This design comes from an exercise in tuning for small area on the open sky130 flow, not from production work. RTL that was checked went through simulation tests only; none was proved equivalent to the original. The flow treats the clock pin as an ideal source, which a real chip does not have.

Setup of v6:
==> flow/design.v <==
package cpu_pkg;
  typedef logic [15:0] data_t;
  typedef logic [2:0]  reg_idx_t;
  typedef logic [4:0]  pc_t;
  localparam logic [1:0] FN_LT  = 2'b00;
  localparam logic [1:0] FN_AND = 2'b01;
  localparam logic [1:0] FN_XOR = 2'b10;
  localparam logic [1:0] FN_OR  = 2'b11;
endpackage
`timescale 1ns/1ps
module alu (
  input  logic [1:0]      fn,
  input  cpu_pkg::data_t  a,
  input  cpu_pkg::data_t  b,
  output cpu_pkg::data_t  result
);
  cpu_pkg::data_t  x;    
  cpu_pkg::data_t  h;    
  logic            lt;
  assign x = a & b;
  assign h = a ^ b;
  always_comb
  begin
    lt = 1'b0;
    for (int i = 0; i < 16; i++)
      lt = h[i] ? b[i] : lt;
  end
  always_comb
  begin
    result = (x & {16{fn[0]}}) | (h & {16{fn[1]}});
    if (fn == cpu_pkg::FN_LT)
      result[0] = lt;
  end
endmodule
`timescale 1ns/1ps
module reg_dec (
  input  cpu_pkg::reg_idx_t  idx,
  input  logic [7:0]         mask,
  output logic [7:0]         sel
);
  always_comb
  begin
    for (int i = 0; i < 8; i++)
      sel[i] = (idx == 3'(i)) & mask[i];
  end
endmodule
module reg_rd (
  input  logic [7:0]         sel,
  input  logic [7:0][15:0]   regs,
  output cpu_pkg::data_t     q
);
  for (genvar b = 0; b < 16; b++)
  begin : g_bit
    logic [2:0]  t;
    aoi3 u_aoi0 (.s(sel[2:0]), .d({regs[2][b], regs[1][b], regs[0][b]}), .y(t[0]));
    aoi3 u_aoi1 (.s(sel[5:3]), .d({regs[5][b], regs[4][b], regs[3][b]}), .y(t[1]));
    assign t[2] = ~|(sel[7:6] & {regs[7][b], regs[6][b]});
    assign q[b] = ~&t;
  end
endmodule
module reg_bank (
  input  logic               clk,
  input  logic               reset,
  input  logic               we,
  input  cpu_pkg::reg_idx_t  rd,
  input  cpu_pkg::reg_idx_t  ra,
  input  cpu_pkg::reg_idx_t  rb,
  input  cpu_pkg::data_t     alu_result,
  input  cpu_pkg::data_t     p0,
  input  cpu_pkg::data_t     p1,
  input  logic [1:0]         p_sel,
  output cpu_pkg::data_t     rd_a,
  output cpu_pkg::data_t     rd_b,
  output cpu_pkg::data_t     p0_out,
  output cpu_pkg::data_t     p1_out
);
  logic [7:0][15:0]  regs;
  logic [7:0]        written;    
  logic [7:0]        wsel;
  logic [7:0]        sel_a;
  logic [7:0]        sel_b;
  assign written[1:0] = 2'b11;
  reg_dec u_dec_w (.idx(rd), .mask({8{we}}), .sel(wsel));
  reg_dec u_dec_a (.idx(ra), .mask(written), .sel(sel_a));
  reg_dec u_dec_b (.idx(rb), .mask(written), .sel(sel_b));
  logic [1:0][2:0]   psel;    
  logic [1:0][15:0]  pword;
  logic [1:0][15:0]  pnext_n;
  assign pword[0] = p0;
  assign pword[1] = p1;
  for (genvar r = 0; r < 2; r++)
  begin : g_port
    assign psel[r] = {!wsel[r], wsel[r] & !p_sel[r], wsel[r] & p_sel[r]};
    for (genvar b = 0; b < 16; b++)
    begin : g_bit
      aoi3 u_aoi (.s(psel[r]), .d({regs[r][b], pword[r][b], alu_result[b]}), .y(pnext_n[r][b]));
    end
    always_ff @(posedge clk or posedge reset)
    begin
      if (reset)
        regs[r] <= '0;
      else
        regs[r] <= ~pnext_n[r];
    end
  end
  always_ff @(posedge clk or posedge reset)
  begin
    if (reset)
      written[7:2] <= '0;
    else
      written[7:2] <= written[7:2] | wsel[7:2];
  end
  always_ff @(posedge clk)
  begin
    for (int i = 2; i < 8; i++)
      if (wsel[i])
        regs[i] <= alu_result;
  end
  reg_rd u_rd_a (.sel(sel_a), .regs(regs), .q(rd_a));
  reg_rd u_rd_b (.sel(sel_b), .regs(regs), .q(rd_b));
  assign p0_out = regs[0];
  assign p1_out = regs[1];
endmodule
`timescale 1ns/1ps
module run_sequencer (
  input  logic  clk,
  input  logic  reset,
  input  logic  run,
  input  logic  last,
  output logic  fetch,
  output logic  exec,
  output logic  busy,
  output logic  done
);
  always_ff @(posedge clk or posedge reset)
  begin
    if (reset)
    begin
      fetch <= 1'b0;
      exec  <= 1'b0;
      done  <= 1'b0;
    end
    else
    begin
      fetch <= fetch ? !last : run;
      exec  <= fetch;
      done  <= exec & !fetch;    
    end
  end
  assign busy = fetch | exec;
endmodule
`timescale 1ns/1ps
package stage_seq;
  function automatic logic [4:0] step(input logic [4:0] s);
    step = {s[3:0], s[4] ^ s[2] ^ (s[3:0] == 4'd0)};
  endfunction
  function automatic logic [4:0] back(input logic [4:0] s);
    back = {s[0] ^ s[3] ^ (s[4:1] == 4'd0), s[4:1]};
  endfunction
endpackage
module word_dec (
  input  cpu_pkg::pc_t  addr,
  input  logic          en,
  output logic [31:0]   sel
);
  logic [4:0]  st;
  always_comb
  begin
    st = '0;
    for (int j = 0; j < 32; j++)
    begin
      sel[j] = en & (addr == st);
      st     = stage_seq::step(st);
    end
  end
endmodule
module program_counter (
  input  logic          clk,
  input  logic          reset,
  input  logic          load_valid,
  input  logic          fetch,
  output logic [31:0]   rsel,
  output logic          last
);
  cpu_pkg::pc_t  top;    
  cpu_pkg::pc_t  pc;     
  localparam cpu_pkg::pc_t  STAGE_M1 = 5'b10000;    
  assign last = (pc == '0);
  always_ff @(posedge clk or posedge reset)
  begin
    if (reset)
      top <= STAGE_M1;
    else if (load_valid)
      top <= stage_seq::step(top);
  end
  always_ff @(posedge clk or posedge reset)
  begin
    if (reset)
      pc <= STAGE_M1;
    else
      pc <= fetch ? stage_seq::back(pc) : top;
  end
  word_dec u_rdec (.addr(top), .en(fetch), .sel(rsel));
endmodule
`timescale 1ns/1ps
module instr_enc (
  input  logic [31:0]  instr,
  output logic [10:0]  code
);
  logic [3:0]         op;
  logic [1:0]         fn;
  cpu_pkg::reg_idx_t  ra;
  cpu_pkg::reg_idx_t  rb;
  cpu_pkg::reg_idx_t  xa;
  cpu_pkg::reg_idx_t  xb;
  assign op = instr[31:28];
  assign ra = instr[24:22];
  assign rb = instr[21:19];
  always_comb
  begin
    xa = ra;
    xb = ra;
    fn = cpu_pkg::FN_LT;
    case (op)
      4'd3: begin fn = cpu_pkg::FN_AND; xb = rb; end   
      4'd4: begin fn = cpu_pkg::FN_OR;  xb = rb; end   
      4'd5: begin fn = cpu_pkg::FN_XOR; xb = rb; end   
      4'd6: begin fn = cpu_pkg::FN_LT;  xa = rb; end   
      4'd7: begin fn = cpu_pkg::FN_LT;  xb = rb; end   
      4'd9: begin fn = cpu_pkg::FN_AND;          end   
      default: ;                                       
    endcase
  end
  assign code = {fn, instr[27:25], xa, xb};
endmodule
module aoi3 (
  input  logic [2:0]  s,
  input  logic [2:0]  d,
  output logic        y
);
  assign y = ~|(s & d);
endmodule
module mem_rd_bit (
  input  logic [32:0]  sel,
  input  logic [32:0]  d,
  output logic         q
);
  logic [10:0]  t;    
  for (genvar g = 0; g < 11; g++)
  begin : g_aoi
    aoi3 u_aoi (.s(sel[3*g +: 3]), .d(d[3*g +: 3]), .y(t[g]));
  end
  assign q = ~&t;
endmodule
module mem_rd (
  input  logic [31:0]        sel,
  input  logic [31:0][10:0]  mem,
  input  logic               load_valid,
  input  logic [10:0]        code,
  output logic [10:0]        q
);
  for (genvar b = 0; b < 11; b++)
  begin : g_bit
    logic [31:0]  col;
    for (genvar i = 0; i < 32; i++)
    begin : g_col
      assign col[i] = mem[i][b];
    end
    mem_rd_bit u_bit (.sel({load_valid, sel}), .d({code[b], col}), .q(q[b]));
  end
endmodule
module program_mem (
  input  logic               clk,
  input  logic [31:0]        load_instr,
  input  logic               load_valid,
  input  logic               fetch,
  input  logic [31:0]        rsel,
  output logic [10:0]        instr
);
  logic [31:0][10:0]  mem;
  logic [10:0]        code;
  logic [10:0]        shift_in;
  instr_enc u_enc (.instr(load_instr), .code(code));
  mem_rd u_rd (.sel(rsel), .mem(mem), .load_valid(load_valid), .code(code), .q(shift_in));
  always_ff @(posedge clk)
  begin
    if (load_valid || fetch)
      mem <= {mem[30:0], shift_in};
  end
  assign instr = mem[0];
endmodule
`timescale 1ns/1ps
module cpu_top (
  input  logic                clk,
  input  logic                reset,
  input  logic [32:0]         load,     
  input  logic                run,
  input  logic [15:0]         p0,
  input  logic [15:0]         p1,
  input  logic [1:0]          p_sel,
  output logic                busy,
  output logic                done,
  output logic [15:0]         p0_out,
  output logic [15:0]         p1_out
);
  logic            fetch;
  logic            exec;
  logic            last;
  logic [31:0]     rsel;
  logic [10:0]     instr;    
  cpu_pkg::data_t  rd_a;
  cpu_pkg::data_t  rd_b;
  cpu_pkg::data_t  alu_result;
  run_sequencer u_seq (
    .clk   (clk),
    .reset (reset),
    .run   (run),
    .last  (last),
    .fetch (fetch),
    .exec  (exec),
    .busy  (busy),
    .done  (done)
  );
  program_counter u_pc (
    .clk        (clk),
    .reset      (reset),
    .load_valid (load[32]),
    .fetch      (fetch),
    .rsel       (rsel),
    .last       (last)
  );
  program_mem u_mem (
    .clk        (clk),
    .load_instr (load[31:0]),
    .load_valid (load[32]),
    .fetch      (fetch),
    .rsel       (rsel),
    .instr      (instr)
  );
  reg_bank u_regs (
    .clk        (clk),
    .reset      (reset),
    .we         (exec),
    .rd         (instr[8:6]),
    .ra         (instr[5:3]),
    .rb         (instr[2:0]),
    .alu_result (alu_result),
    .p0         (p0),
    .p1         (p1),
    .p_sel      (p_sel),
    .rd_a       (rd_a),
    .rd_b       (rd_b),
    .p0_out     (p0_out),
    .p1_out     (p1_out)
  );
  alu u_alu (
    .fn     (instr[10:9]),
    .a      (rd_a),
    .b      (rd_b),
    .result (alu_result)
  );
endmodule
==> flow/config.mk <==
export PLATFORM = sky130hd
export DESIGN_NAME = cpu_top
export DESIGN_NICKNAME = cpu_top
export VERILOG_FILES = /design/flow/design.v
export SDC_FILE = /design/flow/constraint.sdc
export NUM_CORES = 4
export LEC_CHECK = 0
export CAP_MARGIN = 20
export CORE_MARGIN = 2
export CORE_UTILIZATION = 65
export PLACE_DENSITY = 0.75
export SLEW_MARGIN = 20
export SYNTH_HIERARCHICAL = 1
==> flow/constraint.sdc <==
create_clock -name core_clock -period 5.0 [get_ports {clk}]
set_input_delay 1.0000 -clock core_clock [delete_from_list [all_inputs] [get_ports {clk}]]
set_output_delay 1.0000 -clock core_clock [all_outputs]
set_load 0.01 [all_outputs]
standard.sh (not shown) runs the stock make flow with config.mk's settings and CLKGATE_MAP_FILE= SYNTH_SCRIPT=/design/flow/synth_recipe.tcl, a recipe that flattens the netlist after the stock synthesis.
==> flow/flow/run.sh <==
#!/bin/bash
# The standard layout (standard.sh, standard synthesis unchanged) with
# these changes: ports are buffered with buf_1 instead of a delay buffer;
# synthesis buffers are removed at floorplan and placement rebuffers as needed;
# the clock tree is built from clkbuf_16 in large clusters without dummy
# loads; after CTS, gates off the critical paths are downsized (post_cts.tcl).
set -euo pipefail
CTS="-sink_clustering_enable -repair_clock_nets -dont_use_dummy_load"
CTS="$CTS -sink_clustering_size 30 -sink_clustering_max_diameter 100"
CTS="$CTS -buf_list sky130_fd_sc_hd__clkbuf_16"
bash standard.sh finish \
  "BUFFER_PORTS_ARGS=-buffer_cell sky130_fd_sc_hd__buf_1" \
  "CTS_ARGS=$CTS" REMOVE_ABC_BUFFERS=1 \
  "POST_CTS_TCL=$PWD/flow/post_cts.tcl" > standard.log 2>&1
==> flow/flow/post_cts.tcl <==
# After CTS: downsize gates on paths with slack to spare, then fix any
# slew or capacitance this leaves, and legalize the placement again.
estimate_parasitics -placement
repair_timing -recover_power 100 -verbose
repair_design -verbose -cap_margin 20 -slew_margin 20
detailed_placement
check_placement -verbose
--- input diff v6..v7 ---
--- a/flow/design.v
+++ b/flow/design.v
@@ -81,28 +81,23 @@
   logic [7:0]        sel_b;
   assign written[1:0] = 2'b11;
   reg_dec u_dec_w (.idx(rd), .mask({8{we}}), .sel(wsel));
   reg_dec u_dec_a (.idx(ra), .mask(written), .sel(sel_a));
   reg_dec u_dec_b (.idx(rb), .mask(written), .sel(sel_b));
-  logic [1:0][2:0]   psel;    
-  logic [1:0][15:0]  pword;
-  logic [1:0][15:0]  pnext_n;
-  assign pword[0] = p0;
-  assign pword[1] = p1;
-  for (genvar r = 0; r < 2; r++)
-  begin : g_port
-    assign psel[r] = {!wsel[r], wsel[r] & !p_sel[r], wsel[r] & p_sel[r]};
-    for (genvar b = 0; b < 16; b++)
-    begin : g_bit
-      aoi3 u_aoi (.s(psel[r]), .d({regs[r][b], pword[r][b], alu_result[b]}), .y(pnext_n[r][b]));
+  always_ff @(posedge clk or posedge reset)
+  begin
+    if (reset)
+    begin
+      regs[0] <= '0;
+      regs[1] <= '0;
     end
-    always_ff @(posedge clk or posedge reset)
+    else
     begin
-      if (reset)
-        regs[r] <= '0;
-      else
-        regs[r] <= ~pnext_n[r];
+      if (wsel[0])
+        regs[0] <= p_sel[0] ? alu_result : p0;
+      if (wsel[1])
+        regs[1] <= p_sel[1] ? alu_result : p1;
     end
   end
   always_ff @(posedge clk or posedge reset)
   begin
     if (reset)
@@ -158,20 +153,19 @@
     back = {s[0] ^ s[3] ^ (s[4:1] == 4'd0), s[4:1]};
   endfunction
 endpackage
 module word_dec (
   input  cpu_pkg::pc_t  addr,
-  input  logic          en,
   output logic [31:0]   sel
 );
   logic [4:0]  st;
   always_comb
   begin
     st = '0;
     for (int j = 0; j < 32; j++)
     begin
-      sel[j] = en & (addr == st);
+      sel[j] = (addr == st);
       st     = stage_seq::step(st);
     end
   end
 endmodule
 module program_counter (
@@ -198,11 +192,11 @@
     if (reset)
       pc <= STAGE_M1;
     else
       pc <= fetch ? stage_seq::back(pc) : top;
   end
-  word_dec u_rdec (.addr(top), .en(fetch), .sel(rsel));
+  word_dec u_rdec (.addr(top), .sel(rsel));
 endmodule
 `timescale 1ns/1ps
 module instr_enc (
   input  logic [31:0]  instr,
   output logic [10:0]  code
@@ -239,36 +233,35 @@
   output logic        y
 );
   assign y = ~|(s & d);
 endmodule
 module mem_rd_bit (
-  input  logic [32:0]  sel,
-  input  logic [32:0]  d,
+  input  logic [31:0]  sel,
+  input  logic [31:0]  d,
   output logic         q
 );
   logic [10:0]  t;    
-  for (genvar g = 0; g < 11; g++)
+  for (genvar g = 0; g < 10; g++)
   begin : g_aoi
     aoi3 u_aoi (.s(sel[3*g +: 3]), .d(d[3*g +: 3]), .y(t[g]));
   end
-  assign q = ~&t;
+  assign t[10] = ~|(sel[31:30] & d[31:30]);
+  assign q     = ~&t;
 endmodule
 module mem_rd (
   input  logic [31:0]        sel,
   input  logic [31:0][10:0]  mem,
-  input  logic               load_valid,
-  input  logic [10:0]        code,
   output logic [10:0]        q
 );
   for (genvar b = 0; b < 11; b++)
   begin : g_bit
     logic [31:0]  col;
     for (genvar i = 0; i < 32; i++)
     begin : g_col
       assign col[i] = mem[i][b];
     end
-    mem_rd_bit u_bit (.sel({load_valid, sel}), .d({code[b], col}), .q(q[b]));
+    mem_rd_bit u_bit (.sel(sel), .d(col), .q(q[b]));
   end
 endmodule
 module program_mem (
   input  logic               clk,
   input  logic [31:0]        load_instr,
@@ -277,17 +270,17 @@
   input  logic [31:0]        rsel,
   output logic [10:0]        instr
 );
   logic [31:0][10:0]  mem;
   logic [10:0]        code;
-  logic [10:0]        shift_in;
+  logic [10:0]        rd_word;
   instr_enc u_enc (.instr(load_instr), .code(code));
-  mem_rd u_rd (.sel(rsel), .mem(mem), .load_valid(load_valid), .code(code), .q(shift_in));
+  mem_rd u_rd (.sel(rsel), .mem(mem), .q(rd_word));
   always_ff @(posedge clk)
   begin
     if (load_valid || fetch)
-      mem <= {mem[30:0], shift_in};
+      mem <= {mem[30:0], fetch ? rd_word : code};
   end
   assign instr = mem[0];
 endmodule
 `timescale 1ns/1ps
 module cpu_top (
==> comparison <==
The final reports for v7 and v6 show die area higher in the former.
Number of instances in the synthesized netlist: v7 vs v6 up about 4.3%
Simple logic cell fraction of the synthesized area: lower on v6
Across both runs, HPWL after detailed placement was lower for v7 than for v6.
Measured against each other, v7 and v6 differ in share of the cycle needed by the critical path after routing, the lower figure coming from v7.
Function not checked in v7: the RTL went through the layout flow alone.

afterwards: timing with drivers on the ports:
No port has a modelled driver above. Below, the same layouts with a new extraction and two added sets of constraints. Step 1, drivers: a clkbuf_16 drives clk and a buf_2 each remaining input, both assumed. Step 2 also shifts input and output timing later by t, the mid clock arrival at the registers, as if the neighbouring blocks saw the same clock. Three values: ideal ports, drivers, drivers and shift; two values: the first two.
| run | shift t [ns] | slack for setup (ns) | hold WS [ns] |
|---|---|---|---|
| v6 | 0.582 | 0.875 / 0.875 / 0.875 | 0.309 / 0.278 / 0.447 |
| v7 | 0.589 | 0.965 / 0.965 / 0.965 | 0.320 / 0.286 / 0.439 |
After both steps setup and hold are still met in every run listed.
